This design comes from an exercise in tuning for small area, a short achievable clock period and few clock cycles on the open sky130 flow, not from production work.
The RTL was checked by simulation tests, not by an equivalence proof against the original design.

==> flow/design.v, too long to show whole: its modules and the start of the top module <==
// module mult: 106 lines
// module mult_sig: 1575 lines
// module fa1: 4 lines
// module fp_pow_int: 114 lines
module fp_pow_int #(
    parameter int unsigned NBITS = 8
) (
    input  logic             CLK,
    input  logic             RST,
    input  logic             start,
    input  logic [31:0]      X,
    input  logic [NBITS-1:0] N,
    output logic             busy,
    output logic             done,
    output logic [31:0]      result,
    output logic             overflow,
    output logic             underflow
);
  // ...
==> flow/run.sh <==
#!/bin/bash
# synth_recipe.tcl (not shown) runs the flow's synth.tcl, then flattens the netlist and writes it again
# the make line also repeats each setting of config.mk as NAME=value (left out here)
make -C /OpenROAD-flow-scripts/flow DESIGN_CONFIG=/design/flow/config.mk WORK_HOME=/design/flow/orfs CLKGATE_MAP_FILE= SYNTH_SCRIPT=/design/flow/synth_recipe.tcl finish
==> flow/config.mk <==
export PLATFORM = sky130hd
export DESIGN_NAME = fp_pow_int
export DESIGN_NICKNAME = fp_pow_int
export VERILOG_FILES = /design/flow/design.v
export SDC_FILE = /design/flow/constraint.sdc
export NUM_CORES = 4
export LEC_CHECK = 0
export CAP_MARGIN = 20
export CORE_MARGIN = 2
export CORE_UTILIZATION = 40
export SETUP_SLACK_MARGIN = 3
export SLEW_MARGIN = 20
export SYNTH_HIERARCHICAL = 1
==> flow/constraint.sdc <==
create_clock -name core_clock -period 14.0 [get_ports {CLK}]
set_input_delay 2.8000 -clock core_clock [delete_from_list [all_inputs] [get_ports {CLK}]]
set_output_delay 2.8000 -clock core_clock [all_outputs]
set_load 0.01 [all_outputs]
==> results.toml, run 1 <==
[clock_tree]
htreeDepth = 3
holdBufCountCts = 0
cts_buffer_depth = 2

[setup_path]
cp.required_ps = 14250
arrival_ps = 10700
crit_path_end = "opa[5]$_DFF_P_"

[routing]
wl_met1_um = 32100
detail-route-antenna-nets = 0

[synthesis]
synth_area_per_cell_um2 = 9.48
synth_top_area_share_pct = 42.1
synth.distinct_cells = 81
synth_edf_count = 40

[finish]
largestRegisters = "acc x32, base x32, opa x32"
multi_input_area_um2 = 19800
num-clock-buffers = 9
utilization_pct = 42.4
mostFrequentLayoutCells = "737 x nand2_1, 509 x fa_1, 124 x a21oi_1"

[die]
floorplan.tapcells = 782

[run_status]
status = "complete, no violations"

[placed_design]
place_area_um2 = 25100

[global_routing]
grt_max_degree = 65
Testbench counts, summed over its fixed seeds: cycles 99,639.
==> inputs of run 2 (changes only) <==
--- a/flow/config.mk
+++ b/flow/config.mk
@@ -5,9 +5,10 @@
 export SDC_FILE = /design/flow/constraint.sdc
 export NUM_CORES = 4
 export LEC_CHECK = 0
+export ABC_AREA = 1
 export CAP_MARGIN = 20
 export CORE_MARGIN = 2
 export CORE_UTILIZATION = 40
-export SETUP_SLACK_MARGIN = 3
+export SETUP_SLACK_MARGIN = 5
 export SLEW_MARGIN = 20
 export SYNTH_HIERARCHICAL = 1
==> results.toml, run 2 <==
[finish]
mostFrequentLayoutCells = "980 x nand2_1, 509 x fa_1, 272 x inv_1"
multi_input_area_um2 = 20400
register_area_um2 = 2790
nFillCells = 6455
largestRegisters = "acc x32, base x32, opa x32"
n_antenna_cell = 0
final_common_cell = "nand2_1"
utilization_pct = 42.6
nets = 3671
area_delta_synth_final_pct = 5.38
drive_gt1_share_pct = 6.62

[die]
die_area_um2 = 65800
die_h_um = 257
start_util_pct = 40.4
fp-row-count = 92
io-pin-count = 79
coreArea_um2 = 63100
die_w_um = 257

[clock_tree]
cts_buffer_depth = 2
cts_tree = "yes"
clock_sinks = 109
numCtsBuffers = 9
worstSkewPairLatency_ps = 360
htreeDepth = 3
cts.clk_slew.worst_paths_ps = 80
cts_root_buf = "clkbuf_16"

[synthesis]
synth.distinct_cells = 62
synth_top_area_share_pct = 39.9
synth_most_common_cell = "nand2_1"
synth_area_per_cell_um2 = 8.46
synthTopCellsByCount = "982 x nand2_1, 509 x fa_1, 274 x inv_1, 188 x nor2_1, 101 x buf_6"
yosysWarnings = 8
ys_ff_latch = 109
ys_async_sr_fraction_pct = 33.0
ys_top_cells_by_area = "fa_1 40%, nand2_1 14%, edfxtp_1 4.7%"
synth_edf_count = 40
synth_top_area_cell = "fa_1"
netlist_instances = 3015
syn_area_um2 = 25500
synth_ff_type = "edfxtp_1"
seq_area_frac_synth_pct = 10.8

[routing]
drt-initial-drc-count = 1767
drt_first_pass_iters = 6
routedWlPerCell_um = 20.9
viasPerCell = 5.48
wl_um = 81100
drc = 0
detail-route-antenna-nets = 0
dr_total_vias = 21300

[min_path]
hold_path.class = "flip-flop to flip-flop"

[global_routing]
grt_pass1_wl_um = 128000
grt_overflow = 0
grtUsageTotal_pct = 24.9
antenna_found_initial = 0
grt_max_degree = 72
first_global_vias = 22200

[sta]
final.setup.tns_ps = 0
min_period_ps = 8540
final-max-slew-violation-count = 0
max_freq_ghz = 0.117
worstMarginPinSlew_ps = 1100
rsz0062_at_grt = "no"
setup_viol = 0
finClkSkew_ps = 17.5
max-slew-margin-rel_pct = 26.3
fin_hold_ws_ps = 524
hold_viol = 0
fin_crit_sh_pct = 61.0

[setup_path]
end_kind = "flip-flop"
cp.required_ps = 14280
worst_setup_path_start_kind = "flip-flop"
cpMostUsedCell = "nand2_1"
path_max_fanout = 25
slowest_delay_ps = 610
crit_type = "flip-flop to flip-flop"
arrival_ps = 8810
path_buf_inv = 4
crit_family = "adder cells"
critPathSlowestCell = "fa_1"

[job]
drv_cap = 0

[placed_design]
portBuffers = 78
place_hpwl_um = 56300
place_congestion = 0.873

[run_status]
status = "complete, no violations"
run 2: modules after synthesis, one instance, submodules excluded:
module | cell area [um^2] | times used
mult | 6130 | 1
mult_sig | 3620 | 1
fp_pow_int | 5630 | 1
fa1 | 20.0 | 506
run 2: stage by stage:
step                cells  worst slack, ps  instance area [um^2]
floorplan            3050             6520                 25600
global placement     3852             5230                 26400
detailed placement   3852             5120                 26400
CTS                  3868             5080                 26600
global route         3880             5030                 26900
finish               3880             5460                 26900
run 2: path summary, 6_finish.rpt:
check / startpoint / to / slack [ps] / depth (start not counted)
min reg2reg: overflow$_DFFE_PN0P_ / overflow$_DFFE_PN0P_ / 520 / 2
max reg2reg: base[22]$_DFFE_PP_ / opa[0]$_DFF_P_ / 5460 / 36
max: base[22]$_DFFE_PP_ / opa[0]$_DFF_P_ / 5460 / 36
min: overflow$_DFFE_PN0P_ / overflow$_DFFE_PN0P_ / 520 / 2
min in group asynchronous: RST / acc[24]$_DFFE_PN0P_ / 2570 / 1
max in group asynchronous: RST / acc[20]$_DFFE_PN0P_ / 10830 / 1
run 2: logic make-up (layout without fill, tap and decap cells):
group | Yosys count | count (layout) | synth area share, %
AOI/OAI and AO/OA | 322 | 322 | 7.52
xor gates and xnor gates | 64 | 64 | 2.23
adders and majority gates | 599 | 599 | 44.4
buffers and inverters | 463 | 445 | 10.2
DFF | 109 | 109 | 10.8
muxes | 3 | 3 | 0.118
other | 3 | 38 | 0.0441
and+or+nand+nor | 1452 | 1454 | 24.7
run 2: metal layers:
layer  up-vias  share of wire [%]  GRT usage (%)
met5         -                  0              0
met4         0                3.1           7.45
met3       182                7.9           3.57
met2       947                 48           42.0
met1     10600                 40           33.1
li1       9496                  -              -
run 2: cell type report:
cell class                      count  share of cell area, %
Sequential cell                   109                   10.4
Timing Repair Buffer              132                   4.75
Clock buffer                        9                  0.838
Tap cell                          846                   3.94
Inverter                          297                   4.16
Multi-Input combinational cell   2480                   75.7
Clock inverter                      7                  0.223
run 2: worst register-to-register path: cells and delay by family (launching register included):
kind / cells / cell delay [ps]
adders and majority gates: 9 / 4310
AOI/OAI and AO/OA: 3 / 390
buffers and inverters: 4 / 600
and+or+nand+nor: 20 / 2690
DFF: 1 / 470
run 2: timing repair:
action	CTS	global route
hold buffers	0	0
resized for setup	0	34
setup buffers	0	10
setup endpoints to repair	0	95
==> inputs of run 3 (changes only) <==
--- a/flow/config.mk
+++ b/flow/config.mk
@@ -5,7 +5,6 @@
 export SDC_FILE = /design/flow/constraint.sdc
 export NUM_CORES = 4
 export LEC_CHECK = 0
-export ABC_AREA = 1
 export CAP_MARGIN = 20
 export CORE_MARGIN = 2
 export CORE_UTILIZATION = 40
==> results.toml, run 3 <==
[finish]
nets = 3315
largestRegisters = "acc x32, base x32, opa x32"
utilization_pct = 45.9
n_antenna_cell = 0
area_delta_synth_final_pct = 14.0
mostFrequentLayoutCells = "735 x nand2_1, 490 x fa_1, 121 x a21oi_1"
final_cells = 3460
drive_gt1_share_pct = 12.5
final_common_cell = "nand2_1"

[placed_design]
place_congestion = 0.938
portBuffers = 78
place_hpwl_um = 57900
place_inst = 3328

[global_routing]
grt_overflow = 0
grt_pass1_wl_um = 130000
antenna_found_initial = 0
grtUsageTotal_pct = 27.1
grt_max_degree = 65
first_global_vias = 21600

[sta]
max-slew-margin-rel_pct = 23.6
max_freq_ghz = 0.112
fin_crit_sh_pct = 63.9
fin_hold_ws_ps = 558
hold_viol = 0
final-max-slew-violation-count = 0
final.setup.tns_ps = 0
setup_viol = 0
finClkSkew_ps = 14.2
min_period_ps = 8950
worstMarginPinSlew_ps = 1140
rsz0062_at_grt = "yes"

[die]
die_w_um = 250
io-pin-count = 79
die_h_um = 250
coreArea_um2 = 60000
fp-row-count = 90
die_area_um2 = 62400
start_util_pct = 40.3

[clock_tree]
worstSkewPairLatency_ps = 370
htreeDepth = 3
cts_tree = "yes"
numCtsBuffers = 9
cts.clk_slew.worst_paths_ps = 90
clock_sinks = 109
cts_root_buf = "clkbuf_16"
holdBufCountCts = 0
cts_buffer_depth = 2

[synthesis]
seq_area_frac_synth_pct = 11.4
ys_ff_latch = 109
synth.distinct_cells = 81
synthTopCellsByCount = "737 x nand2_1, 509 x fa_1, 124 x a21oi_1, 113 x inv_1, 95 x buf_6"
synth_ff_type = "edfxtp_1"
ys_top_cells_by_area = "fa_1 42%, nand2_1 11%, edfxtp_1 5.0%"
yosysWarnings = 8
synth_most_common_cell = "nand2_1"
synth_area_per_cell_um2 = 9.48
ys_async_sr_fraction_pct = 33.0
synth_top_area_cell = "fa_1"
synth_edf_count = 40
syn_area_um2 = 24200
netlist_instances = 2550
synth_top_area_share_pct = 42.1

[routing]
viasPerCell = 6.05
detail-route-antenna-nets = 0
routedWlPerCell_um = 25.6
dr_total_vias = 20900
drc = 0
wl_um = 88600
drt-initial-drc-count = 2492
drt_first_pass_iters = 5

[setup_path]
regToRegSetupSlack_ps = 5050
critical_path.startpoint = "base[12]$_DFFE_PP_"
end_kind = "flip-flop"
r2r-start = "base[12]$_DFFE_PP_"
cp.required_ps = 14310
critPathSlowestCell = "fa_1"
crit_path_end = "opa[13]$_DFF_P_"
worst_setup_path_start_kind = "flip-flop"
r2r_cells = 31
slowest_delay_ps = 560
crit_type = "flip-flop to flip-flop"
cpMostUsedCell = "fa_1"
path_max_fanout = 7
r2r-end = "opa[13]$_DFF_P_"
arrival_ps = 9260

[run_status]
status = "complete, no violations"

[job]
drv_cap = 0

[min_path]
hold_path.class = "flip-flop to flip-flop"
run 3: cell count changes in the layout (fill, tap and decap cells not counted), sizes merged, moves of 30 or more:
| cell | change |
|---|---|
| a21oi | +36 |
| a221o | +33 |
| buf | +96 |
| inv | -181 |
| nand2 | -272 |
| nand3 | -77 |
| nand4 | -46 |
| nor2 | -132 |
| o211ai | -31 |
| o21ai | -30 |
run 3: timing repair:
| item | CTS | global route |
|---|---|---|
| endpoints found under the setup margin | 95 | 95 |
| buffers inserted | 39 | 55 |
| cloned | 8 | 14 |
| gates resized for setup | 71 | 140 |
| pin swaps | 8 | 60 |
run 3: worst max-delay path, delay by kind of cell, from the launching register on:
family,cells,cell delay (ps)
fa+ha+maj,9,4130
compound gates,12,2760
buf+inv,6,880
flops,1,470
mux,1,350
simple gates,3,300
run 3: area by class of cell:
type	instances	area, um^2
Clock buffer	9	225
Clock inverter	7	77.6
Fill cell	5717	32500
Inverter	113	424
Multi-Input combinational cell	2193	20200
Sequential cell	109	2810
Tap cell	782	978
Timing Repair Buffer	247	2870
run 3: kinds of logic after synthesis:
kind of cell	share of synthesized area [%]
flops	11.4
buf+inv	7.55
xor+xnor	2.68
mux	1.30
fa+ha+maj	46.8
other cells	0.0466
simple gates	17.6
compound gates	12.6
run 3: metrics by stage:
step / area (um^2) / setup WS (ps)
2_1_floorplan: 24300 / 5610
5_1_grt: 27600 / 4890
4_1_cts: 26300 / 5000
3_3_place_gp: 25100 / 3560
6_report: 27600 / 5050
3_5_place_dp: 25100 / 3770
run 3: worst min-delay path by stage:
stage | cells past startpoint | end | start | slack (ps)
2_1_floorplan | 1 | e[6]$_DFFE_PP_ | e[7]$_SDFFCE_PP0P_ | 540
3_3_place_gp | 1 | opa[11]$_DFF_P_ | base[11]$_DFFE_PP_ | 490
3_5_place_dp | 1 | opa[5]$_DFF_P_ | base[5]$_DFFE_PP_ | 500
4_1_cts | 1 | opa[8]$_DFF_P_ | base[8]$_DFFE_PP_ | 520
5_1_grt | 2 | acc[0]$_DFFE_PN0P_ | acc[0]$_DFFE_PN0P_ | 590
6_report | 2 | acc[0]$_DFFE_PN0P_ | acc[0]$_DFFE_PN0P_ | 560
run 3: layer usage:
| layer | GRT usage [%] | vias to the layer above | share of wire, % |
|---|---|---|---|
| met5 | 0 | - | 0 |
| met4 | 11.8 | 0 | 5.4 |
| met3 | 5.25 | 270 | 11 |
| met2 | 44.4 | 1294 | 47 |
| met1 | 35.1 | 10700 | 37 |
| li1 | - | 8706 | - |
run 3: modules after synthesis, one instance, submodules excluded:
module	flip-flops and latches	cells
mult_sig	0	765
mult	0	762
fa1	0	1
fp_pow_int	109	517
==> module mult, before the edit <==
module mult (
    input  logic [31:0] a,
    input  logic [31:0] b,
    output logic [31:0] product,
    output logic        overflow,
    output logic        underflow
);
    logic               sign;
    logic               a_nan, a_inf, a_zero, b_nan, b_inf, b_zero;
    logic               in_nan, in_inf, in_zero;
    logic [47:0]        sa, sb;
    logic [22:0]        frac;
    logic signed [10:0] exp_r;
    assign sign   = a[31] ^ b[31];
    assign a_nan  = (&a[30:23]) & (|a[22:0]);
    assign a_inf  = (&a[30:23]) & ~(|a[22:0]);
    assign a_zero = ~(|a[30:23]);
    assign b_nan  = (&b[30:23]) & (|b[22:0]);
    assign b_inf  = (&b[30:23]) & ~(|b[22:0]);
    assign b_zero = ~(|b[30:23]);
    assign in_nan  = a_nan | b_nan | (a_inf & b_zero) | (b_inf & a_zero);
    assign in_inf  = a_inf | b_inf;
    assign in_zero = a_zero | b_zero;
    mult_sig u_sig (
        .x  ({1'b1, a[22:0]}),
        .y  ({1'b1, b[22:0]}),
        .sa (sa),
        .sb (sb)
    );
    logic [47:23]       hs;
    logic [48:24]       hc;
    logic [23:0]        ua, ub;
    logic [24:0]        u0, u1, lowsum, v_a, v_b;
    logic               c_p, c_a, c_b, stk_a, stk_b, tie_a, tie_b, p47, ovf_a, ovf_b;
    logic [22:0]        frac_a, frac_b;
    logic [1:0]         t;
    logic signed [10:0] e0, e1, e2;
    assign hs = sa[47:23] ^ sb[47:23];
    assign hc = sa[47:23] & sb[47:23];
    assign ua = hs[47:24];
    assign ub = hc[47:24];
    always_comb begin
        logic [23:0] g, pr, gg, pp;
        g  = ua & ub;
        pr = ua ^ ub;
        gg = g;
        pp = pr;
        for (int l = 1; l < 24; l = l * 2) begin
            for (int i = 23; i >= l; i--) begin
                gg[i] = gg[i] | (pp[i] & gg[i - l]);
                pp[i] = pp[i] & pp[i - l];
            end
        end
        u0[0] = pr[0];
        u1[0] = ~pr[0];
        for (int i = 1; i < 24; i++) begin
            u0[i] = pr[i] ^ gg[i - 1];
            u1[i] = pr[i] ^ (gg[i - 1] | pp[i - 1]);
        end
        u0[24] = gg[23];
        u1[24] = gg[23] | pp[23];
    end
    assign lowsum = {1'b0, hs[23], sa[22:0]} + {2'b00, sb[22:0]};
    assign stk_b  = |lowsum[21:0];
    assign stk_a  = stk_b | lowsum[22];
    assign c_p    = lowsum[24];
    assign c_a    = lowsum[24] | lowsum[23];
    assign c_b    = lowsum[24] | (lowsum[23] & lowsum[22]);
    assign tie_a  = lowsum[23] & ~stk_a;
    assign tie_b  = lowsum[22] & ~stk_b;
    assign p47    = c_p ? u1[23] : u0[23];
    assign v_a    = c_a ? u1 : u0;
    assign v_b    = c_b ? u1 : u0;
    assign frac_a = {v_a[22:1], v_a[0] & ~tie_a};
    assign frac_b = {v_b[21:0], (lowsum[23] ^ lowsum[22]) & ~tie_b};
    assign ovf_a  = v_a[24];
    assign ovf_b  = v_b[23];
    assign t      = p47 ? {ovf_a, ~ovf_a} : {1'b0, ovf_b};
    assign frac   = p47 ? frac_a : frac_b;
    assign e0    = $signed({3'b000, a[30:23]}) + $signed({3'b000, b[30:23]}) - 11'sd127;
    assign e1    = e0 + 11'sd1;
    assign e2    = e0 + 11'sd2;
    assign exp_r = t[1] ? e2 : (t[0] ? e1 : e0);
    always_comb begin
        product   = '0;
        overflow  = 1'b0;
        underflow = 1'b0;
        if (in_nan) begin
            product = 32'h7FC0_0000;
        end else if (in_inf) begin
            product = {sign, 8'hFF, 23'd0};
        end else if (in_zero) begin
            product = {sign, 31'd0};
        end else begin
            if (exp_r >= 11'sd255) begin
                product  = {sign, 8'hFF, 23'd0};
                overflow = 1'b1;
            end else if (exp_r <= 11'sd0) begin
                product   = {sign, 31'd0};
                underflow = 1'b1;
            end else begin
                product = {sign, exp_r[7:0], frac};
            end
        end
    end
endmodule
==> inputs of run 4 (changes only) <==
--- a/flow/design.v
+++ b/flow/design.v
@@ -13,8 +13,6 @@
     logic               a_nan, a_inf, a_zero, b_nan, b_inf, b_zero;
     logic               in_nan, in_inf, in_zero;
     logic [47:0]        sa, sb;
-    logic [22:0]        frac;
-    logic signed [10:0] exp_r;
     assign sign   = a[31] ^ b[31];
     assign a_nan  = (&a[30:23]) & (|a[22:0]);
     assign a_inf  = (&a[30:23]) & ~(|a[22:0]);
@@ -34,11 +32,15 @@
     logic [47:23]       hs;
     logic [48:24]       hc;
     logic [23:0]        ua, ub;
-    logic [24:0]        u0, u1, lowsum, v_a, v_b;
-    logic               c_p, c_a, c_b, stk_a, stk_b, tie_a, tie_b, p47, ovf_a, ovf_b;
+    logic [24:0]        u0, u1, v_a, v_b;
+    logic [4:0]         tz_a, tz_b;
+    logic [5:0]         tz;
+    logic               stk_a, stk_b, c22, c23, l22, l23;
+    logic               c_p, c_a, c_b, tie_a, tie_b, p47, ovf_a, ovf_b;
     logic [22:0]        frac_a, frac_b;
-    logic [1:0]         t;
-    logic signed [10:0] e0, e1, e2;
+    logic signed [10:0] e0, e1, e2, exp_a, exp_b;
+    logic [31:0]        prod_a, prod_b;
+    logic               o_a, u_a, o_b, u_b;
     assign hs = sa[47:23] ^ sb[47:23];
     assign hc = sa[47:23] & sb[47:23];
     assign ua = hs[47:24];
@@ -64,27 +66,61 @@
         u0[24] = gg[23];
         u1[24] = gg[23] | pp[23];
     end
-    assign lowsum = {1'b0, hs[23], sa[22:0]} + {2'b00, sb[22:0]};
-    assign stk_b  = |lowsum[21:0];
-    assign stk_a  = stk_b | lowsum[22];
-    assign c_p    = lowsum[24];
-    assign c_a    = lowsum[24] | lowsum[23];
-    assign c_b    = lowsum[24] | (lowsum[23] & lowsum[22]);
-    assign tie_a  = lowsum[23] & ~stk_a;
-    assign tie_b  = lowsum[22] & ~stk_b;
+    always_comb begin
+        logic [21:0] g, pr;
+        g  = sa[21:0] & sb[21:0];
+        pr = sa[21:0] ^ sb[21:0];
+        for (int l = 1; l < 22; l = l * 2) begin
+            for (int i = 21; i >= l; i--) begin
+                g[i]  = g[i] | (pr[i] & g[i - l]);
+                pr[i] = pr[i] & pr[i - l];
+            end
+        end
+        c22 = g[21];
+    end
+    always_comb begin
+        tz_a = 5'd23;
+        tz_b = 5'd23;
+        for (int i = 22; i >= 0; i--) begin
+            if (a[i]) tz_a = 5'(i);
+            if (b[i]) tz_b = 5'(i);
+        end
+    end
+    assign tz    = {1'b0, tz_a} + {1'b0, tz_b};
+    assign stk_b = tz < 6'd22;
+    assign stk_a = tz < 6'd23;
+    assign l22   = sa[22] ^ sb[22] ^ c22;
+    assign c23   = (sa[22] & sb[22]) | ((sa[22] ^ sb[22]) & c22);
+    assign l23   = hs[23] ^ c23;
+    assign c_p   = hs[23] & c23;
+    assign c_a   = hs[23] | c23;
+    assign c_b   = c_p | (l23 & l22);
+    assign tie_a = l23 & ~stk_a;
+    assign tie_b = l22 & ~stk_b;
     assign p47    = c_p ? u1[23] : u0[23];
     assign v_a    = c_a ? u1 : u0;
     assign v_b    = c_b ? u1 : u0;
     assign frac_a = {v_a[22:1], v_a[0] & ~tie_a};
-    assign frac_b = {v_b[21:0], (lowsum[23] ^ lowsum[22]) & ~tie_b};
-    assign ovf_a  = v_a[24];
+    assign frac_b = {v_b[21:0], (l23 ^ l22) & ~tie_b};
+    assign ovf_a  = ~v_a[23];
     assign ovf_b  = v_b[23];
-    assign t      = p47 ? {ovf_a, ~ovf_a} : {1'b0, ovf_b};
-    assign frac   = p47 ? frac_a : frac_b;
     assign e0    = $signed({3'b000, a[30:23]}) + $signed({3'b000, b[30:23]}) - 11'sd127;
     assign e1    = e0 + 11'sd1;
     assign e2    = e0 + 11'sd2;
-    assign exp_r = t[1] ? e2 : (t[0] ? e1 : e0);
+    assign exp_a = ovf_a ? e2 : e1;
+    assign exp_b = ovf_b ? e1 : e0;
+    assign o_a   = ovf_a ? (e2 >= 11'sd255) : (e1 >= 11'sd255);
+    assign u_a   = ovf_a ? (e2 <= 11'sd0)   : (e1 <= 11'sd0);
+    assign o_b   = ovf_b ? (e1 >= 11'sd255) : (e0 >= 11'sd255);
+    assign u_b   = ovf_b ? (e1 <= 11'sd0)   : (e0 <= 11'sd0);
+    always_comb begin
+        if (o_a)      prod_a = {sign, 8'hFF, 23'd0};
+        else if (u_a) prod_a = {sign, 31'd0};
+        else          prod_a = {sign, exp_a[7:0], frac_a};
+        if (o_b)      prod_b = {sign, 8'hFF, 23'd0};
+        else if (u_b) prod_b = {sign, 31'd0};
+        else          prod_b = {sign, exp_b[7:0], frac_b};
+    end
     always_comb begin
         product   = '0;
         overflow  = 1'b0;
@@ -96,15 +132,9 @@
         end else if (in_zero) begin
             product = {sign, 31'd0};
         end else begin
-            if (exp_r >= 11'sd255) begin
-                product  = {sign, 8'hFF, 23'd0};
-                overflow = 1'b1;
-            end else if (exp_r <= 11'sd0) begin
-                product   = {sign, 31'd0};
-                underflow = 1'b1;
-            end else begin
-                product = {sign, exp_r[7:0], frac};
-            end
+            product   = p47 ? prod_a : prod_b;
+            overflow  = p47 ? o_a : o_b;
+            underflow = p47 ? u_a : u_b;
         end
     end
 endmodule
==> flow/flow/run.sh (new file) <==
#!/bin/bash
# The standard layout, with timing repair (after clock tree synthesis and after
# global routing) aiming at a setup slack of SETUP_SLACK_MARGIN ns instead of 0.
# The clock period and constraints are the standard flow's, unchanged.
set -euo pipefail
bash standard.sh SETUP_SLACK_MARGIN=7 finish > layout.log 2>&1
==> flow/standard.sh (new file) <==
#!/bin/bash
# synth_recipe.tcl (not shown) runs the flow's synth.tcl, then flattens the netlist and writes it again
# the make line also repeats each setting of config.mk as NAME=value (left out here)
make -C /OpenROAD-flow-scripts/flow DESIGN_CONFIG=/design/flow/config.mk WORK_HOME=/design/flow/orfs CLKGATE_MAP_FILE= SYNTH_SCRIPT=/design/flow/synth_recipe.tcl "${@:-finish}"
--- a/flow/config.mk
+++ b/flow/config.mk
@@ -5,9 +5,9 @@
 export SDC_FILE = /design/flow/constraint.sdc
 export NUM_CORES = 4
 export LEC_CHECK = 0
+export ABC_AREA = 1
 export CAP_MARGIN = 20
 export CORE_MARGIN = 2
 export CORE_UTILIZATION = 40
-export SETUP_SLACK_MARGIN = 5
 export SLEW_MARGIN = 20
 export SYNTH_HIERARCHICAL = 1
removed: flow/run.sh
==> results.toml, run 4 <==
[run_status]
status = "complete, no violations"

[synthesis]
synthTopCellsByCount = "1,032 x nand2_1, 511 x fa_1, 315 x inv_1, 154 x nor2_1, 150 x nand3_1"
synth_area_per_cell_um2 = 8.22
syn_area_um2 = 25800
seq_area_frac_synth_pct = 10.7
synth_ff_type = "edfxtp_1"
synth_edf_count = 40
synth.distinct_cells = 58
ys_top_cells_by_area = "fa_1 40%, nand2_1 15%, ha_1 4.8%"
synth_most_common_cell = "nand2_1"
netlist_instances = 3134
synth_top_area_share_pct = 39.7
ys_async_sr_fraction_pct = 33.0
yosysWarnings = 8
synth_top_area_cell = "fa_1"
ys_ff_latch = 109

[finish]
area_delta_synth_final_pct = 15.0
largestRegisters = "acc x32, base x32, opa x32"
final_common_cell = "nand2_1"
drive_gt1_share_pct = 14.1
nets = 3908
nFillCells = 6199
mostFrequentLayoutCells = "1,011 x nand2_1, 468 x fa_1, 296 x inv_1"

[global_routing]
first_global_vias = 24100
grt_overflow = 0
grt_max_degree = 72
grt_pass1_wl_um = 140000
grtUsageTotal_pct = 27.1
antenna_found_initial = 1

[min_path]
holdCritStartpoint = "e[6]$_DFFE_PP_"
hold_path.class = "flip-flop to flip-flop"

[setup_path]
critical_path.startpoint = "base[19]$_DFFE_PP_"
cp.required_ps = 14310
end_kind = "flip-flop"
cpMostUsedCell = "fa_1"
worst_setup_path_start_kind = "flip-flop"
crit_type = "flip-flop to flip-flop"
slowest_delay_ps = 580
arrival_ps = 7880
critPathSlowestCell = "fa_1"
r2r-start = "base[19]$_DFFE_PP_"
path_max_fanout = 8

[die]
start_util_pct = 40.2
io-pin-count = 79
coreArea_um2 = 64100
die_h_um = 258
die_w_um = 258
fp-row-count = 93
die_area_um2 = 66500

[routing]
drc = 0
routedWlPerCell_um = 21.7
drt_first_pass_iters = 8
dr_total_vias = 23200
drt-initial-drc-count = 2128
detail-route-antenna-nets = 0
wl_um = 89500
viasPerCell = 5.62

[clock_tree]
holdBufCountCts = 0
worstSkewPairLatency_ps = 380
clock_sinks = 109
cts_root_buf = "clkbuf_16"
cts_buffer_depth = 2
htreeDepth = 3
cts_tree = "yes"
cts.clk_slew.worst_paths_ps = 80
numCtsBuffers = 9

[placed_design]
place_hpwl_um = 60200
portBuffers = 78
place_congestion = 0.911

[sta]
finClkSkew_ps = 18.1
final.setup.tns_ps = 0
setup_viol = 0
worstMarginPinSlew_ps = 1120
final-max-slew-violation-count = 0
min_period_ps = 7570
max-slew-margin-rel_pct = 25.1
max_freq_ghz = 0.132
fin_crit_sh_pct = 54.1
hold_viol = 0
rsz0062_at_grt = "yes"

[job]
drv_cap = 0
==> run 4: cell types whose count changed in the layout (fill, tap and decap cells not counted), sizes merged, moves of 17 or more <==
cell	before	now
a22oi	25	0
nand2	737	1066
a21o	28	1
a22o	24	1
mux2	17	0
nand3	18	165
inv	117	338
a221o	33	0
xnor2	43	5
nand4	24	110
nor2	92	173
nor4	45	13
o21ai	90	125
==> run 4: per-layer routing <==
metal | vias to the layer above | wire (um) | track usage, %
met4 | 2 | 3540 | 9.52
met2 | 1139 | 43100 | 45.5
li1 | 10200 | - | -
met3 | 246 | 7580 | 4.83
met5 | - | 7 | 0
met1 | 11600 | 35200 | 35.2
==> run 4: cells by family after synthesis <==
| group | count (synthesis) | share of synthesized area (%) |
|---|---|---|
| buffers and inverters | 508 | 10.6 |
| AO/OA/AOI/OAI | 315 | 7.05 |
| AND/OR/NAND/NOR | 1555 | 25.9 |
| adder cells (fa/ha/maj) | 610 | 44.5 |
| flip-flops | 109 | 10.7 |
| other | 3 | 0.0437 |
| XOR/XNOR | 34 | 1.16 |
==> run 4: critical path: cells and delay by family, from the launching register on <==
family | cells | cell delay (ps)
buffers and inverters | 7 | 750
DFF | 1 | 440
adders and majority gates | 10 | 4420
AOI/OAI and AO/OA | 1 | 260
and+or+nand+nor | 16 | 1610
==> run 4: Yosys stat by module (local to each module, per instance) <==
module | cells | copies in the design
mult_sig | 770 | 1
fp_pow_int | 715 | 1
mult | 1143 | 1
fa1 | 1 | 506
==> run 4: final timing paths <==
| kind | slack [ps] | cells past startpoint | end |
|---|---|---|---|
| min | 550 | 2 | e[5]$_DFFE_PP_ |
| min reg2reg | 550 | 2 | e[5]$_DFFE_PP_ |
| min in group asynchronous | 2590 | 1 | acc[18]$_DFFE_PN0P_ |
| max in group asynchronous | 10780 | 1 | acc[10]$_DFFE_PN0P_ |
| max | 6430 | 34 | acc[25]$_DFFE_PN0P_ |
| max reg2reg | 6430 | 34 | acc[25]$_DFFE_PN0P_ |
==> run 4: through the flow <==
stage               utilization [%]  cells  worst slack, ps  hold WS, ps  instance area, um^2
floorplan                         -   3169             7010          520                26000
global placement               41.7   3979             5090          531                26700
detailed placement             41.7   3980             5070          545                26800
CTS                            45.0   4079             6570          553                28900
global route                   46.2   4115             6200          598                29600
finish                         46.2   4116             6430          551                29600
==> run 4: layout make-up <==
cell class	instances	area (um^2)	share of cell area, %
Multi-Input combinational cell	2560	21400	72.1
Sequential cell	109	2800	9.46
Timing Repair Buffer	235	2750	9.27
Inverter	340	1300	4.39
Tap cell	855	1070	3.61
Clock buffer	9	225	0.760
Clock inverter	7	114	0.384
Antenna cell	1	2.50	0.00844
==> run 4: what timing repair did <==
item,in CTS,in global routing
gates resized for setup,229,111
endpoints found under the setup margin,95,95
buffers inserted,66,32
gates cloned,17,4
pin swaps,109,92
Testbench counts of run 4, summed over its fixed seeds: cycles 99,639.
==> inputs of run 5 (changes only) <==
--- a/flow/config.mk
+++ b/flow/config.mk
@@ -8,6 +8,6 @@
 export ABC_AREA = 1
 export CAP_MARGIN = 20
 export CORE_MARGIN = 2
-export CORE_UTILIZATION = 40
+export CORE_UTILIZATION = 65
 export SLEW_MARGIN = 20
 export SYNTH_HIERARCHICAL = 1
==> results.toml, run 5 <==
[placed_design]
dp_slack_ps = 5030
place_hpwl_um = 58900
place_congestion = 0.963
portBuffers = 78

[synthesis]
synth_top_area_share_pct = 39.7
seq_area_frac_synth_pct = 10.7
syn_area_um2 = 25800
synthTopCellsByCount = "1,032 x nand2_1, 511 x fa_1, 315 x inv_1, 154 x nor2_1, 150 x nand3_1"
ys_async_sr_fraction_pct = 33.0
synth.distinct_cells = 58
ys_top_cells_by_area = "fa_1 40%, nand2_1 15%, ha_1 4.8%"
netlist_instances = 3134
synth_area_per_cell_um2 = 8.22
yosysWarnings = 8
synth_ff_type = "edfxtp_1"
ys_ff_latch = 109
synth_most_common_cell = "nand2_1"
synth_edf_count = 40
synth_top_area_cell = "fa_1"

[setup_path]
crit_family = "adder cells"
cp.required_ps = 14280
worst_setup_path_start_kind = "flip-flop"
arrival_ps = 7900
slowest_delay_ps = 560
path_max_fanout = 13
path_depth = 31
critPathSlowestCell = "fa_1"
cpMostUsedCell = "fa_1"
path_buf_inv = 6
r2r_cells = 31
crit_type = "flip-flop to flip-flop"
end_kind = "flip-flop"

[die]
start_util_pct = 66.2
die_w_um = 203
die_h_um = 203
coreArea_um2 = 38900
die_area_um2 = 41300
io-pin-count = 79
fp-row-count = 72

[finish]
mostFrequentLayoutCells = "1,012 x nand2_1, 471 x fa_1, 298 x inv_1"
nets = 3933
drive_gt1_share_pct = 14.6
largestRegisters = "acc x32, base x32, opa x32"
final_common_cell = "nand2_1"
area_delta_synth_final_pct = 14.4
nFillCells = 2867
n_antenna_cell = 0

[sta]
final.setup.tns_ps = 0
min_period_ps = 7620
fin_ws_ps = 6380
final-max-slew-violation-count = 0
max_freq_ghz = 0.131
fin_crit_sh_pct = 54.4
worstMarginPinSlew_ps = 1150
setup_viol = 0
rsz0062_at_grt = "yes"
hold_viol = 0
max-slew-margin-rel_pct = 22.7
finClkSkew_ps = 19.2

[routing]
routedWlPerCell_um = 24.1
drt-initial-drc-count = 3327
viasPerCell = 6.42
drc = 0
drt_first_pass_iters = 9
detail-route-antenna-nets = 0
wl_um = 91700
dr_total_vias = 24400

[clock_tree]
worstSkewPairLatency_ps = 370
cts_root_buf = "clkbuf_16"
holdBufCountCts = 0
cts_tree = "yes"
cts_buffer_depth = 2
clock_sinks = 109
cts.clk_slew.worst_paths_ps = 90
numCtsBuffers = 9
htreeDepth = 3

[global_routing]
first_global_vias = 25000
grt_max_degree = 72
grt_overflow = 0
antenna_found_initial = 0
grt_pass1_wl_um = 137000
grtUsageTotal_pct = 43.3

[min_path]
hold_path.class = "flip-flop to flip-flop"
min_delay_path_depth = 2

[job]
drv_cap = 0

[run_status]
status = "complete, no violations"
[run 5: cell counts after synthesis]
No cell type changed its count.
[run 5: through the flow]
step / util (%) / instance area [um^2] / instances / hold slack, ps
floorplan: - / 26000 / 3169 / 520
global placement: 67.6 / 26300 / 3643 / 511
detailed placement: 67.6 / 26300 / 3643 / 512
CTS: 72.2 / 28100 / 3727 / 523
global route: 75.7 / 29500 / 3803 / 552
finish: 75.7 / 29500 / 3803 / 535
[run 5: cell type report]
class | instances | area (um^2) | share of cell area, %
Sequential cell | 109 | 2800 | 9.51
Multi-Input combinational cell | 2561 | 21400 | 72.7
Clock buffer | 10 | 229 | 0.777
Inverter | 340 | 1300 | 4.40
Timing Repair Buffer | 259 | 3020 | 10.3
Clock inverter | 6 | 56.3 | 0.191
Tap cell | 518 | 648 | 2.20
[run 5: per-module statistics from Yosys (local to each module, per instance)]
module	cell area (um^2)	flip-flops and latches
fa1	20.0	0
fp_pow_int	5630	109
mult	6390	0
mult_sig	3620	0
[run 5: path summary, 6_finish.rpt]
kind | start | endpoint | slack, ps
max | opa[7]$_DFF_P_ | opa[21]$_DFF_P_ | 6380
min | acc[31]$_DFFE_PN0P_ | acc[31]$_DFFE_PN0P_ | 530
max reg2reg | opa[7]$_DFF_P_ | opa[21]$_DFF_P_ | 6380
min reg2reg | acc[31]$_DFFE_PN0P_ | acc[31]$_DFFE_PN0P_ | 530
max in group asynchronous | RST | acc[15]$_DFFE_PN0P_ | 10790
min in group asynchronous | RST | done$_DFF_PN0_ | 2570
[run 5: repair_timing]
action,CTS,global route
setup buffers,53,61
gates resized for setup,200,159
cloned,15,15
endpoints found under the setup margin,95,95
pin swaps,73,101
[run 5: layer usage]
layer | up-vias | track usage (%) | wire (um)
met2 | 1860 | 70.4 | 41900
met1 | 11800 | 52.4 | 30500
met4 | 2 | 26.7 | 7970
met5 | - | 0 | 64
met3 | 553 | 10.4 | 11200
li1 | 10200 | - | -
[run 5: cell families after synthesis]
| logic type | after synthesis | share of synthesized area (%) |
|---|---|---|
| flops | 109 | 10.7 |
| other cells | 3 | 0.0437 |
| xor+xnor | 34 | 1.16 |
| fa+ha+maj | 610 | 44.5 |
| buf+inv | 508 | 10.6 |
| compound gates | 315 | 7.05 |
| simple gates | 1555 | 25.9 |
[run 5: tightest hold or removal path: stages, from the launching register on]
cell     delay, ps
dfrtp_1        380
nand2_1         60
o21ai_1         60
==> inputs of run 6 (changes only) <==
==> flow/run.sh (new file) <==
#!/bin/bash
# synth_recipe.tcl (not shown) runs the flow's synth.tcl, then flattens the netlist and writes it again
# the make line also repeats each setting of config.mk as NAME=value (left out here)
make -C /OpenROAD-flow-scripts/flow DESIGN_CONFIG=/design/flow/config.mk WORK_HOME=/design/flow/orfs CLKGATE_MAP_FILE= SYNTH_SCRIPT=/design/flow/synth_recipe.tcl finish
--- a/flow/config.mk
+++ b/flow/config.mk
@@ -9,5 +9,6 @@
 export CAP_MARGIN = 20
 export CORE_MARGIN = 2
 export CORE_UTILIZATION = 65
+export SETUP_SLACK_MARGIN = 5
 export SLEW_MARGIN = 20
 export SYNTH_HIERARCHICAL = 1
removed: flow/flow/run.sh
removed: flow/standard.sh
==> results.toml, run 6 <==
[run_status]
status = "complete, no violations"

[finish]
mostFrequentLayoutCells = "1,032 x nand2_1, 511 x fa_1, 311 x inv_1"
final_common_cell = "nand2_1"
n_antenna_cell = 0
nets = 3800
area_delta_synth_final_pct = 3.47
largestRegisters = "acc x32, base x32, opa x32"
drive_gt1_share_pct = 5.71

[setup_path]
crit_type = "flip-flop to flip-flop"
worst_setup_path_start_kind = "flip-flop"
critPathSlowestCell = "fa_1"
end_kind = "flip-flop"
slowest_delay_ps = 570
path_max_fanout = 31
arrival_ps = 8930
crit_family = "adder cells"
path_buf_inv = 7
cp.required_ps = 14280
cpMostUsedCell = "fa_1"

[clock_tree]
cts_buffer_depth = 2
numCtsBuffers = 9
worstSkewPairLatency_ps = 370
clock_sinks = 109
cts.clk_slew.worst_paths_ps = 80
cts_root_buf = "clkbuf_16"
cts_tree = "yes"
htreeDepth = 3

[routing]
wl_met1_um = 29500
viasPerCell = 6.32
top_layer = "met4"
dr_total_vias = 23200
detail-route-antenna-nets = 0
dr_wl_met3_um = 8940
drt-initial-drc-count = 2628
drt_first_pass_iters = 8
wl_um = 83100
drc = 0
wl_met2_um = 40000
routedWlPerCell_um = 22.7

[placed_design]
dp_slack_ps = 4990
place_congestion = 0.967
portBuffers = 78
place_hpwl_um = 59800

[synthesis]
synth_ff_type = "edfxtp_1"
synth_top_area_share_pct = 39.7
seq_area_frac_synth_pct = 10.7
synth_area_per_cell_um2 = 8.22
synth_most_common_cell = "nand2_1"
netlist_instances = 3134
ys_ff_latch = 109
syn_area_um2 = 25800
synth_edf_count = 40
synth_top_area_cell = "fa_1"
synthTopCellsByCount = "1,032 x nand2_1, 511 x fa_1, 315 x inv_1, 154 x nor2_1, 150 x nand3_1"
yosysWarnings = 8
ys_async_sr_fraction_pct = 33.0
ys_top_cells_by_area = "fa_1 40%, nand2_1 15%, ha_1 4.8%"
synth.distinct_cells = 58

[sta]
fin_hold_ws_ps = 536
finClkSkew_ps = 9.72
hold_viol = 0
final-max-slew-violation-count = 0
final.setup.tns_ps = 0
setup_viol = 0
max-slew-margin-rel_pct = 26.6
worstMarginPinSlew_ps = 1100
fin_ws_ps = 5360
max_freq_ghz = 0.116
min_period_ps = 8640
fin_crit_sh_pct = 61.7
rsz0062_at_grt = "no"

[die]
coreArea_um2 = 38900
die_area_um2 = 41300
io-pin-count = 79
start_util_pct = 66.2
fp-row-count = 72
die_h_um = 203
die_w_um = 203

[global_routing]
grt_max_degree = 72
antenna_found_initial = 0
grt_overflow = 0
grt_pass1_wl_um = 131000
first_global_vias = 24500
grtUsageTotal_pct = 41.3

[job]
drv_cap = 0

[min_path]
hold_path.class = "flip-flop to flip-flop"
## run 6: changes by cell type in the layout (fill, tap and decap cells not counted), sizes merged, moves of 2 or more
cell and change:
buf -103, bufbuf -9, clkbuf -12, inv -2
nand2 -6, nor2 -2
## run 6: final timing paths
| path | cells past startpoint | startpoint | slack (ps) | endpoint |
|---|---|---|---|---|
| max in group asynchronous | 1 | RST | 10800 | acc[4]$_DFFE_PN0P_ |
| hold / removal | 2 | underflow$_DFFE_PN0P_ | 540 | underflow$_DFFE_PN0P_ |
| setup reg to reg | 33 | base[13]$_DFFE_PP_ | 5360 | opa[11]$_DFF_P_ |
| setup / recovery | 33 | base[13]$_DFFE_PP_ | 5360 | opa[11]$_DFF_P_ |
| hold reg to reg | 2 | underflow$_DFFE_PN0P_ | 540 | underflow$_DFFE_PN0P_ |
| min in group asynchronous | 1 | RST | 2580 | acc[27]$_DFFE_PN0P_ |
## run 6: per-layer routing
metal	GRT usage [%]	vias to the layer above
li1	-	9900
met1	51.0	11400
met3	9.49	340
met5	0	-
met4	20.9	0
met2	68.5	1582
## run 6: kinds of logic after synthesis
| family | synth area share, % |
|---|---|
| AND/OR/NAND/NOR | 25.9 |
| adder cells (fa/ha/maj) | 44.5 |
| other | 0.0437 |
| AO/OA/AOI/OAI | 7.05 |
| buffers and inverters | 10.6 |
| flip-flops | 10.7 |
| XOR/XNOR | 1.16 |
## run 6: through the flow
step | instance area (um^2) | cells | util, %
2_1_floorplan | 25900 | 3169 | -
3_3_place_gp | 26300 | 3647 | 67.5
3_5_place_dp | 26300 | 3647 | 67.5
4_1_cts | 26600 | 3663 | 68.3
5_1_grt | 26700 | 3670 | 68.5
6_report | 26700 | 3670 | 68.5
## run 6: layout make-up
cell class,instances,area [um^2]
Clock buffer,10,239
Fill cell,3298,12200
Tap cell,518,648
Timing Repair Buffer,135,1220
Sequential cell,109,2770
Clock inverter,6,68.8
Multi-Input combinational cell,2552,20400
Inverter,340,1280
## run 6: timing repair
| item | CTS | global route |
|---|---|---|
| hold endpoints to repair | 0 | 0 |
| setup endpoints to repair | 3 | 93 |
| gates resized for setup | 1 | 6 |
| hold buffers | 0 | 0 |
| buffers inserted | 0 | 7 |
## run 6: modules after synthesis (local to each module, per instance)
| module | times used | area, um^2 | flip-flops and latches |
|---|---|---|---|
| fa1 | 506 | 20.0 | 0 |
| mult | 1 | 6390 | 0 |
| fp_pow_int | 1 | 5630 | 109 |
| mult_sig | 1 | 3620 | 0 |
## run 6: worst register-to-register path: cells and delay by family, from the launching register on
kind            cells  cell delay [ps]
flops               1              510
simple gates       13             2070
buf+inv             7             1010
compound gates      4              730
fa+ha+maj           9             4260
==> inputs of run 7 (changes only) <==
--- a/flow/config.mk
+++ b/flow/config.mk
@@ -8,7 +8,7 @@
 export ABC_AREA = 1
 export CAP_MARGIN = 20
 export CORE_MARGIN = 2
-export CORE_UTILIZATION = 65
+export CORE_UTILIZATION = 40
 export SETUP_SLACK_MARGIN = 5
 export SLEW_MARGIN = 20
 export SYNTH_HIERARCHICAL = 1
==> results.toml, run 7 <==
[run_status]
status = "complete, no violations"

[routing]
viasPerCell = 5.50
drt-initial-drc-count = 1746
routedWlPerCell_um = 20.5
wl_um = 82200
dr_total_vias = 22100
drt_first_pass_iters = 7
drc = 0
detail-route-antenna-nets = 0

[synthesis]
synth_edf_count = 40
synth-xor-area-share_pct = 1.16
yosysWarnings = 8
synth_most_common_cell = "nand2_1"
ys_top_cells_by_area = "fa_1 40%, nand2_1 15%, ha_1 4.8%"
synth_ff_type = "edfxtp_1"
ys_ff_latch = 109
synth.area.mux_share_pct = 0
yosys.area_share.adder_pct = 44.5
synth.distinct_cells = 58
synth_area_per_cell_um2 = 8.22
netlist_instances = 3134
synth-compound-area-share_pct = 7.05
synth-simple-area-share_pct = 25.9
synthTopCellsByCount = "1,032 x nand2_1, 511 x fa_1, 315 x inv_1, 154 x nor2_1, 150 x nand3_1"
synth_top_area_share_pct = 39.7
synth_top_family_by_area = "adder cells"
synth_top_area_cell = "fa_1"
seq_area_frac_synth_pct = 10.7
ys_async_sr_fraction_pct = 33.0
syn_area_um2 = 25800

[placed_design]
place_hpwl_um = 58900
portBuffers = 78
place_inst = 3985
place_area_um2 = 26700
place_congestion = 0.944

[clock_tree]
cts_buffer_depth = 2
cts_root_buf = "clkbuf_16"
holdBufCountCts = 0
clock_sinks = 109
worstSkewPairLatency_ps = 370
numCtsBuffers = 9
cts.clk_slew.worst_paths_ps = 80
htreeDepth = 3
cts_tree = "yes"

[finish]
final_common_cell = "nand2_1"
fin_area_um2 = 27200
final_cells = 4013
mostFrequentLayoutCells = "1,031 x nand2_1, 511 x fa_1, 311 x inv_1"
n_antenna_cell = 0
nets = 3806
area_delta_synth_final_pct = 5.49
largestRegisters = "acc x32, base x32, opa x32"
drive_gt1_share_pct = 5.98
utilization_pct = 42.4

[setup_path]
crit_family = "adder cells"
cp.required_ps = 14300
path_max_fanout = 31
slowest_delay_ps = 570
critPathSlowestCell = "fa_1"
cpMostUsedCell = "fa_1"
worst_setup_path_start_kind = "flip-flop"
end_kind = "flip-flop"
arrival_ps = 8890
crit_type = "flip-flop to flip-flop"
path_buf_inv = 7

[die]
io-pin-count = 79
die_area_um2 = 66500
die_w_um = 258
fp-row-count = 93
coreArea_um2 = 64100
die_h_um = 258
start_util_pct = 40.2

[min_path]
hold_path.class = "flip-flop to flip-flop"

[sta]
setup_viol = 0
min_period_ps = 8590
hold_viol = 0
final.setup.tns_ps = 0
worstMarginPinSlew_ps = 1230
final-max-slew-violation-count = 0
max_freq_ghz = 0.116
fin_crit_sh_pct = 61.4
finClkSkew_ps = 12.3
rsz0062_at_grt = "yes"
max-slew-margin-rel_pct = 17.3

[job]
drv_cap = 0

[global_routing]
grt_max_degree = 72
grtUsageTotal_pct = 25.1
antenna_found_initial = 0
grt_overflow = 0
grt_pass1_wl_um = 131000
first_global_vias = 22900
-- run 7: cell count changes in the layout (fill, tap and decap cells not counted), moves of 2 or more --
cell / before / now
inv_8: 0 / 2
inv_6: 2 / 0
buf_4: 55 / 53
clkinvlp_4: 3 / 5
buf_6: 1 / 7
-- run 7: per-module statistics from Yosys (local to each module, per instance) --
module	copies in the design	cells inside	area, um^2	flip-flops and latches
mult	1	1143	6390	0
fp_pow_int	1	715	5630	109
mult_sig	1	770	3620	0
fa1	506	1	20.0	0
-- run 7: kinds of logic (layout without fill, tap and decap cells) --
logic type	count (synthesis)	count (layout)
AOI/OAI and AO/OA	315	315
xor gates and xnor gates	34	34
adders and majority gates	610	610
buffers and inverters	508	497
DFF	109	109
other	3	38
and+or+nand+nor	1555	1555
-- run 7: per-stage QoR --
stage          hold slack (ps)  setup slack, ps
4_1_cts                    560             5050
3_5_place_dp               539             4720
3_3_place_gp               537             4890
2_1_floorplan              520             6670
6_report                   559             5410
5_1_grt                    581             4950
-- run 7: cell type report --
| cell class | count | area (um^2) |
|---|---|---|
| flip-flops and latches | 109 | 2770 |
| clock inverters | 7 | 67.6 |
| fillers | 6432 | 36900 |
| repair buffers | 141 | 1320 |
| well taps | 855 | 1070 |
| inverters | 340 | 1280 |
| multi-input cells | 2552 | 20500 |
| clock buffers | 9 | 225 |
-- run 7: worst register-to-register path, delay by kind of cell, from the launching register on --
family,cells,cell delay [ps]
buffers and inverters,7,930
adder cells (fa/ha/maj),9,4230
AND/OR/NAND/NOR,13,2130
AO/OA/AOI/OAI,4,780
flip-flops,1,480
-- run 7: metal layers --
layer | track usage [%] | routed length, um
met5 | 0 | 0
met4 | 6.84 | 2350
met3 | 3.60 | 5870
met2 | 42.8 | 39900
met1 | 33.5 | 34200
-- run 7: worst paths after layout --
path                                     start                  end  cells after the start  slack, ps
max                         base[22]$_DFFE_PP_       opa[2]$_DFF_P_                     33       5410
min                        acc[31]$_DFFE_PN0P_  acc[31]$_DFFE_PN0P_                      2        560
max reg2reg                 base[22]$_DFFE_PP_       opa[2]$_DFF_P_                     33       5410
min reg2reg                acc[31]$_DFFE_PN0P_  acc[31]$_DFFE_PN0P_                      2        560
max in group asynchronous                  RST  acc[11]$_DFFE_PN0P_                      1      10800
min in group asynchronous                  RST  acc[27]$_DFFE_PN0P_                      1       2590
-- run 7: what timing repair did --
action                                  4_1_cts  5_1_grt
pin swaps                                     0        0
gates resized for setup                       1       13
setup buffers                                 4        7
endpoints found under the setup margin       86       93
==> inputs of run 8 (changes only) <==
--- a/flow/design.v
+++ b/flow/design.v
@@ -35,10 +35,10 @@
     logic [24:0]        u0, u1, v_a, v_b;
     logic [4:0]         tz_a, tz_b;
     logic [5:0]         tz;
-    logic               stk_a, stk_b, c22, c23, l22, l23;
+    logic               stk_a, stk_b, c22, c23, l22, l23, u_pall23;
     logic               c_p, c_a, c_b, tie_a, tie_b, p47, ovf_a, ovf_b;
     logic [22:0]        frac_a, frac_b;
-    logic signed [10:0] e0, e1, e2, exp_a, exp_b;
+    logic signed [10:0] e0, e1, exp_a, exp_b;
     logic [31:0]        prod_a, prod_b;
     logic               o_a, u_a, o_b, u_b;
     assign hs = sa[47:23] ^ sb[47:23];
@@ -65,6 +65,7 @@
         end
         u0[24] = gg[23];
         u1[24] = gg[23] | pp[23];
+        u_pall23 = pp[22];
     end
     always_comb begin
         logic [21:0] g, pr;
@@ -89,54 +90,57 @@
     assign tz    = {1'b0, tz_a} + {1'b0, tz_b};
     assign stk_b = tz < 6'd22;
     assign stk_a = tz < 6'd23;
-    assign l22   = sa[22] ^ sb[22] ^ c22;
-    assign c23   = (sa[22] & sb[22]) | ((sa[22] ^ sb[22]) & c22);
-    assign l23   = hs[23] ^ c23;
-    assign c_p   = hs[23] & c23;
-    assign c_a   = hs[23] | c23;
-    assign c_b   = c_p | (l23 & l22);
+    logic g22, o22, p22;
+    assign g22 = sa[22] & sb[22];
+    assign o22 = sa[22] | sb[22];
+    assign p22 = sa[22] ^ sb[22];
+    assign c23 = c22 ? o22 : g22;
+    assign l22 = c22 ? ~p22 : p22;
+    assign l23 = c22 ? (hs[23] ^ o22) : (hs[23] ^ g22);
+    assign c_p = c22 ? (hs[23] & o22) : (hs[23] & g22);
+    assign c_a = c22 ? (hs[23] | o22) : (hs[23] | g22);
+    assign c_b = c22 ? ((hs[23] & o22) | ((hs[23] ^ o22) & ~p22))
+                     : ((hs[23] & g22) | ((hs[23] ^ g22) & p22));
     assign tie_a = l23 & ~stk_a;
     assign tie_b = l22 & ~stk_b;
-    assign p47    = c_p ? u1[23] : u0[23];
     assign v_a    = c_a ? u1 : u0;
     assign v_b    = c_b ? u1 : u0;
     assign frac_a = {v_a[22:1], v_a[0] & ~tie_a};
     assign frac_b = {v_b[21:0], (l23 ^ l22) & ~tie_b};
-    assign ovf_a  = ~v_a[23];
-    assign ovf_b  = v_b[23];
+    assign ovf_a  = 1'b0;
+    assign ovf_b  = c_b & ~c_p & u_pall23 & ~(ua[23] ^ ub[23]);
+    assign p47    = c_p ? u1[23] : u0[23];
     assign e0    = $signed({3'b000, a[30:23]}) + $signed({3'b000, b[30:23]}) - 11'sd127;
     assign e1    = e0 + 11'sd1;
-    assign e2    = e0 + 11'sd2;
-    assign exp_a = ovf_a ? e2 : e1;
+    assign exp_a = e1;
     assign exp_b = ovf_b ? e1 : e0;
-    assign o_a   = ovf_a ? (e2 >= 11'sd255) : (e1 >= 11'sd255);
-    assign u_a   = ovf_a ? (e2 <= 11'sd0)   : (e1 <= 11'sd0);
+    assign o_a   = e1 >= 11'sd255;
+    assign u_a   = e1 <= 11'sd0;
     assign o_b   = ovf_b ? (e1 >= 11'sd255) : (e0 >= 11'sd255);
     assign u_b   = ovf_b ? (e1 <= 11'sd0)   : (e0 <= 11'sd0);
+    logic       k_a, k_b;
+    logic [8:0] hi_a, hi_b;
+    assign k_a = in_nan | in_inf | in_zero | o_a | u_a;
+    assign k_b = in_nan | in_inf | in_zero | o_b | u_b;
     always_comb begin
-        if (o_a)      prod_a = {sign, 8'hFF, 23'd0};
-        else if (u_a) prod_a = {sign, 31'd0};
-        else          prod_a = {sign, exp_a[7:0], frac_a};
-        if (o_b)      prod_b = {sign, 8'hFF, 23'd0};
-        else if (u_b) prod_b = {sign, 31'd0};
-        else          prod_b = {sign, exp_b[7:0], frac_b};
-    end
-    always_comb begin
-        product   = '0;
-        overflow  = 1'b0;
-        underflow = 1'b0;
-        if (in_nan) begin
-            product = 32'h7FC0_0000;
-        end else if (in_inf) begin
-            product = {sign, 8'hFF, 23'd0};
-        end else if (in_zero) begin
-            product = {sign, 31'd0};
-        end else begin
-            product   = p47 ? prod_a : prod_b;
-            overflow  = p47 ? o_a : o_b;
-            underflow = p47 ? u_a : u_b;
-        end
+        if (in_nan)              hi_a = 9'h0FF;
+        else if (in_inf || o_a)  hi_a = {sign, 8'hFF};
+        else if (in_zero || u_a) hi_a = {sign, 8'h00};
+        else                     hi_a = {sign, exp_a[7:0]};
+        if (in_nan)              hi_b = 9'h0FF;
+        else if (in_inf || o_b)  hi_b = {sign, 8'hFF};
+        else if (in_zero || u_b) hi_b = {sign, 8'h00};
+        else                     hi_b = {sign, exp_b[7:0]};
     end
+    assign prod_a = {hi_a, in_nan, frac_a[21:0] & {22{~k_a}}};
+    assign prod_b = {hi_b, in_nan, frac_b[21:0] & {22{~k_b}}};
+    logic f22_a, f22_b;
+    assign f22_a = frac_a[22] & ~k_a;
+    assign f22_b = frac_b[22] & ~k_b;
+    assign product   = p47 ? {prod_a[31:23], prod_a[22] | f22_a, prod_a[21:0]}
+                           : {prod_b[31:23], prod_b[22] | f22_b, prod_b[21:0]};
+    assign overflow  = ~in_nan & ~in_inf & ~in_zero & (p47 ? o_a : o_b);
+    assign underflow = ~in_nan & ~in_inf & ~in_zero & (p47 ? u_a : u_b);
 endmodule
 module mult_sig (
     input  logic [23:0] x,
==> results.toml, run 8 <==
[routing]
wl_um = 80600
detail-route-antenna-nets = 0
wl_met2_um = 39100
drt-initial-drc-count = 1603
drt_first_pass_iters = 5
drc = 0
top_layer = "met4"
viasPerCell = 5.38
dr_total_vias = 21300
wl_met1_um = 32900
dr_wl_met3_um = 5640
routedWlPerCell_um = 20.4

[global_routing]
first_global_vias = 22600
grt_pass1_wl_um = 128000
antenna_found_initial = 1
grtUsageTotal_pct = 25.0
grt_overflow = 0
grt_max_degree = 72

[sta]
min_period_ps = 8650
fin_crit_sh_pct = 61.8
max-slew-margin-rel_pct = 24.8
max_freq_ghz = 0.116
finClkSkew_ps = 13.2
hold_viol = 0
worstMarginPinSlew_ps = 1120
setup_viol = 0
fin_ws_ps = 5350
final-max-slew-violation-count = 0
final.setup.tns_ps = 0
rsz0062_at_grt = "no"

[synthesis]
synth_most_common_cell = "nand2_1"
synth_edf_count = 40
synth_area_per_cell_um2 = 8.21
synth_top_area_share_pct = 40.3
synth_top_area_cell = "fa_1"
synthTopCellsByCount = "1,033 x nand2_1, 509 x fa_1, 343 x inv_1, 196 x nor2_1, 108 x nand3_1"
syn_area_um2 = 25300
seq_area_frac_synth_pct = 10.9
yosysWarnings = 8
ys_ff_latch = 109
ys_async_sr_fraction_pct = 33.0
synth.distinct_cells = 53
ys_top_cells_by_area = "fa_1 40%, nand2_1 15%, inv_1 5.1%"
netlist_instances = 3084
synth_ff_type = "edfxtp_1"

[die]
start_util_pct = 40.3
die_w_um = 256
io-pin-count = 79
die_area_um2 = 65300
die_h_um = 256
coreArea_um2 = 62900
fp-row-count = 92

[min_path]
hold_path.class = "flip-flop to flip-flop"

[finish]
multi_input_area_um2 = 19900
register_area_um2 = 2780
nFillCells = 6419
drive_gt1_share_pct = 4.83
n_antenna_cell = 0
final_cells = 3949
final_common_cell = "nand2_1"
area_delta_synth_final_pct = 5.25
mostFrequentLayoutCells = "1,032 x nand2_1, 509 x fa_1, 341 x inv_1"
nets = 3747
largestRegisters = "acc x32, base x32, opa x32"
utilization_pct = 42.4

[clock_tree]
cts.clk_slew.worst_paths_ps = 80
htreeDepth = 3
cts_buffer_depth = 2
numCtsBuffers = 9
clock_sinks = 109
cts_tree = "yes"
worstSkewPairLatency_ps = 360
holdBufCountCts = 0
cts_root_buf = "clkbuf_16"

[setup_path]
crit_type = "flip-flop to flip-flop"
cp.required_ps = 14080
path_max_fanout = 22
slowest_delay_ps = 570
critPathSlowestCell = "fa_1"
end_kind = "flip-flop"
arrival_ps = 8730
worst_setup_path_start_kind = "flip-flop"

[placed_design]
place_congestion = 0.908
portBuffers = 78
dp_slack_ps = 5410
place_hpwl_um = 57000
place_inst = 3926

[job]
drv_cap = 0

[run_status]
status = "complete, no violations"
run 8: cell count changes after synthesis, moves of 17 or more:
cell	previous run	this run
inv_1	315	343
nand2_2	24	7
nand3_1	150	108
nand4_1	110	66
nor2_1	154	196
o211ai_1	25	58
run 8: worst paths after layout:
| kind | start | endpoint | slack, ps | cells past startpoint |
|---|---|---|---|---|
| worst min-delay path | overflow$_DFFE_PN0P_ | overflow$_DFFE_PN0P_ | 530 | 2 |
| min in group asynchronous | RST | underflow$_DFFE_PN0P_ | 2580 | 1 |
| max in group asynchronous | RST | acc[5]$_DFFE_PN0P_ | 10810 | 1 |
| worst min register to register | overflow$_DFFE_PN0P_ | overflow$_DFFE_PN0P_ | 530 | 2 |
| worst max register to register | base[15]$_DFFE_PP_ | base[18]$_DFFE_PP_ | 5350 | 29 |
| worst max-delay path | base[15]$_DFFE_PP_ | base[18]$_DFFE_PP_ | 5350 | 29 |
run 8: cells by family (layout without fill, tap and decap cells):
family,Yosys count,after routing,share of synthesized area [%]
AO/OA/AOI/OAI,338,338,7.94
XOR/XNOR,38,38,1.34
adder cells (fa/ha/maj),606,606,45.1
buffers and inverters,526,509,10.9
flip-flops,109,109,10.9
other,3,38,0.0445
AND/OR/NAND/NOR,1464,1465,23.8
run 8: worst max-delay path: cells and delay by family, from the launching register on:
| kind | cells | cell delay (ps) |
|---|---|---|
| simple gates | 12 | 2140 |
| compound gates | 2 | 830 |
| buf+inv | 6 | 740 |
| flops | 1 | 480 |
| fa+ha+maj | 9 | 4190 |
run 8: metrics by stage:
step | hold slack [ps] | area (um^2)
6_report | 528 | 26600
5_1_grt | 559 | 26600
4_1_cts | 530 | 26500
3_5_place_dp | 515 | 26200
3_3_place_gp | 507 | 26200
2_1_floorplan | 520 | 25400
run 8: layout make-up:
class | instances | area share [%]
repair buffers | 129 | 4.44
multi-input cells | 2485 | 74.8
clock inverters | 6 | 0.263
flip-flops and latches | 109 | 10.4
well taps | 846 | 3.97
inverters | 364 | 5.13
clock buffers | 10 | 0.897
run 8: modules after synthesis, one instance, submodules excluded:
| module | times used | cells inside | cell area (um^2) |
|---|---|---|---|
| fa1 | 506 | 1 | 20.0 |
| fp_pow_int | 1 | 715 | 5630 |
| mult | 1 | 1093 | 5930 |
| mult_sig | 1 | 770 | 3620 |
run 8: layer usage:
layer | global-route usage (%) | vias up
met4 | 8.71 | 0
met5 | 0 | -
met1 | 32.4 | 10700
li1 | - | 9628
met3 | 3.39 | 162
met2 | 43.0 | 796
run 8: repair_timing:
item / 4_1_cts / 5_1_grt
endpoints found under the setup margin: 0 / 28
resized for setup: 0 / 5
setup buffers: 0 / 6
Testbench counts of run 8, summed over its fixed seeds: cycles 99,639.

-- afterwards: timing with drivers on the ports --
The results above use ideal ports. As a check the final layouts listed here were re-extracted and re-timed, cells and wires unchanged. Step 1: set_driving_cell puts a clkbuf_16 on CLK and a buf_2 on each other input, an assumption about the parent block. Step 2, shift: input delay + t, output delay - t, t = (earliest + latest rising clock arrival at the registers) / 2. This alone moves slack from input paths to output paths. a / b / c = ideal ports / drivers / drivers and shift; a / b = the first two.
run	shift t [ns]	setup slack, ns	cell pins on the clock port's net
run 1	0.402	3.560 / 3.560 / 3.560	1
run 2	0.386	5.461 / 5.461 / 5.461	1
run 3	0.408	5.052 / 5.052 / 5.052	1
run 4	0.411	6.428 / 6.428 / 6.428	1
run 5	0.409	6.377 / 6.377 / 6.377	1
run 6	0.405	5.359 / 5.359 / 5.359	1
run 7	0.406	5.408 / 5.408 / 5.408	1
run 8	0.396	5.348 / 5.348 / 5.348	1
After both steps every run listed still meets setup and hold.
